Background: an optimization exercise with open tools, aiming at small area, a short achievable clock period and few clock cycles per item. Do not read the settings as production practice. Where RTL was checked, it was by simulation tests only, not by an equivalence proof against the original.

==> flow/design.v (excerpt) <==
module unsigned_to_radix_digits (
  input  logic               clk,
  input  logic               rst_n,
  input  logic               in_push,
  output logic               in_full,
  input  logic [VALUE_W-1:0] in_value,
  output logic               out_empty,
  input  logic               out_pop,
  output logic [CHAR_W-1:0]  out_digit_char,
  output logic               out_last_digit,
  output logic [COUNT_W-1:0] out_digit_count,
  input  logic               cfg_valid,
  output logic               cfg_ready,
  input  logic [RADIX_W-1:0] cfg_data
);
Size in the first run: ~4200 cells after synthesis, about 450 flip-flops, about 93 I/O pins, roughly 0.038 sq mm of cells after synthesis.
clock: 16.0 ns
lec_check: 0
cap_margin: 20
core_margin: 2
core_utilization: 40
slew_margin: 20
run.sh (not shown) runs the stock make flow with config.mk's settings and CLKGATE_MAP_FILE= SYNTH_SCRIPT=/design/flow/synth_recipe.tcl, a recipe that flattens the netlist after the stock synthesis.
Rerun with:
--- a/flow/design.v
+++ b/flow/design.v
@@ -8,5 +8,5 @@
   localparam int CHUNKS   = (VALUE_W + CHUNK_W - 1) / CHUNK_W;
   localparam int IDX_W    = $clog2(CHUNKS);
-  localparam int STAGES   = 6;    
+  localparam int STAGES   = 4;    
   localparam int TH_W     = 5;    
   localparam int STACK_W  = 84;   
Effect: Design area drops by 12%. Final cell count drops by 14%. Synthesized area drops by 11%. Worst setup slack gets better by 270 ps. Maximum frequency climbs by 3.9%. Utilization drops by 0.32 points.
Testbench counts after the change, summed over its fixed seeds: cycles 34,911, items 928.
For the first run of this note, only the layout was checked, not whether the RTL still works.

* * *

Another version of the RTL of unsigned_to_radix_digits (not shown whole).
Size: about 3,700 cells after synthesis, roughly 93 I/O pins.
make LEC_CHECK=0 ABC_AREA=1 CAP_MARGIN=20 CORE_MARGIN=2 CORE_UTILIZATION=40 SLEW_MARGIN=20 finish   # period 16.0 ns
Testbench counts at the start, summed over its fixed seeds: cycles 33,987, items 928.
==> next run, changes <==
--- a/flow/design.v
+++ b/flow/design.v
@@ -275,15 +275,15 @@
           end else if (start) begin
             act0_r <= 1'b1;
           end else if (act0_r && tl[0]) begin
             act0_r <= 1'b0;
           end
           found_r <= (start || fin_r) ? 1'b0 : found_nx;
         end
-        if ((term || fin0) && !frz) begin
+        if (fin_r || (fin0 && !frz)) begin
           free_r <= 1'b1;
           full_r <= 1'b0;
         end
         if (fin0 && !frz) begin
           act0_r <= 1'b0;
         end
       end
What happened: The changed run completed with no timing, DRC or antenna violations. Worst hold slack degrades by 0.0071 ns. First-iteration DRC count came out higher by 14%. Routed wire length shrinks by 0.50%. Non-clock buffer count fell by 18. Design area barely changes. Critical path depth is higher by 1. Count of clock-buffer cells in the layout is lower by 1. Cell count came out higher by 0.57%.
Testbench counts after the change, summed over its fixed seeds: cycles 33,999, items 928.

--- another note on this design; it stands on its own ---

==> flow/design.v (excerpt) <==
module unsigned_to_radix_digits (
  input  logic               clk,
  input  logic               rst_n,
  input  logic               in_push,
  output logic               in_full,
  input  logic [VALUE_W-1:0] in_value,
  output logic               out_empty,
  input  logic               out_pop,
  output logic [CHAR_W-1:0]  out_digit_char,
  output logic               out_last_digit,
  output logic [COUNT_W-1:0] out_digit_count,
  input  logic               cfg_valid,
  output logic               cfg_ready,
  input  logic [RADIX_W-1:0] cfg_data
);
For scale: roughly 3400 cells after synthesis.
clock: 16.0 ns
lec_check: 0
cap_margin: 20
core_margin: 2
core_utilization: 40
slew_margin: 20
run.sh (not shown) runs the stock make flow with config.mk's settings and CLKGATE_MAP_FILE= SYNTH_SCRIPT=/design/flow/synth_recipe.tcl, a recipe that flattens the netlist after the stock synthesis.
The baseline ran to the end with no violations.
Then changed:
Settings changed: SETUP_SLACK_MARGIN set to 5.
=> Register-to-register slack hardly moves. Synthesized cell count does not change. Die area does not change. Flip-flop and latch count does not change. Cell count stays the same. Critical path depth is unchanged.
No run of this note included a check of the RTL's function; only the layout flow was run.

---

Setup of main:
unsigned_to_radix_digits, a different RTL version from the one above (not shown whole).
For scale: roughly 380 flip-flops.
==> flow/design.v (excerpt) <==
module unsigned_to_radix_digits (
  input  logic               clk,
  input  logic               rst_n,
  input  logic               in_push,
  output logic               in_full,
  input  logic [VALUE_W-1:0] in_value,
  output logic               out_empty,
  input  logic               out_pop,
  output logic [CHAR_W-1:0]  out_digit_char,
  output logic               out_last_digit,
  output logic [COUNT_W-1:0] out_digit_count,
  input  logic               cfg_valid,
  output logic               cfg_ready,
  input  logic [RADIX_W-1:0] cfg_data
);
Settings: LEC_CHECK=0, ABC_AREA=1, CAP_MARGIN=20, CORE_MARGIN=2, CORE_UTILIZATION=55, SLEW_MARGIN=20; clock period 16.0 ns.
main: no failed stages, no open violations at the end
Testbench counts of main, summed over its fixed seeds: cycles 33,987, items 928.
Edits applied to the flow inputs when going from main to the feature branch:
# main
export LEC_CHECK = 0
export ABC_AREA = 1
export CAP_MARGIN = 20
export CORE_MARGIN = 2
export CORE_UTILIZATION = 55
export SLEW_MARGIN = 20
create_clock -name core_clock -period 16.0 [get_ports {clk}]
# the feature branch
export LEC_CHECK = 0
export ABC_AREA = 1
export CAP_MARGIN = 20
export CORE_MARGIN = 2
export CORE_UTILIZATION = 40
export SLEW_MARGIN = 20
create_clock -name core_clock -period 16.0 [get_ports {clk}]
## What came out
- Routed length on met1 of the feature branch exceeds that of main by a few percent.
- | register-to-register setup slack | the feature branch vs main | 0.02 ns higher |
- Side by side, worst path setup slack after routing turned out higher in the feature branch than in main.
- Measured against each other, the feature branch and main differ in non-clock buffer total of the final layout, the higher figure coming from main.

## afterwards: timing with drivers on the ports
How much do the figures lean on ideal ports? The routed layouts below were timed once more, with nothing changed but the port constraints. Step 1: set_driving_cell puts a clkbuf_16 on clk and a buf_2 on each other input, an assumption about the parent block. Step 2, shift: input delay + t, output delay - t, t = (earliest + latest rising clock arrival at the registers) / 2. This alone moves slack from input paths to output paths. Slacks: no drivers / after step 1 / after step 2; pairs: no drivers / after step 1.
| run | t (ns) | setup slack, ns | worst slew at a driven data input, ns | pins driven straight from the clock port |
|---|---|---|---|---|
| the first run of note 1 | 0.683 | 8.716 / 8.716 / 8.716 | 0.05 | 1 |
| the second run of note 1 | 0.665 | 8.987 / 8.987 / 8.987 | 0.16 | 1 |
| the first run of note 2 | 0.665 | 9.529 / 9.529 / 9.529 | 0.04 | 1 |
| the second run of note 2 | 0.649 | 9.633 / 9.633 / 9.633 | 0.04 | 1 |
| the first run of note 3 | 0.668 | 6.444 / 6.444 / 6.444 | 0.06 | 1 |
| the second run of note 3 | 0.668 | 6.444 / 6.444 / 6.444 | 0.06 | 1 |
| main | 0.653 | 9.203 / 9.241 / 8.588 | 0.06 | 1 |
| the feature branch | 0.654 | 9.437 / 9.437 / 8.954 | 0.06 | 1 |
After both steps setup and hold are still met in every run listed. For main, which loses most, drivers alone change the setup slack by +0.038 ns; drivers and shift together by -0.615 ns.
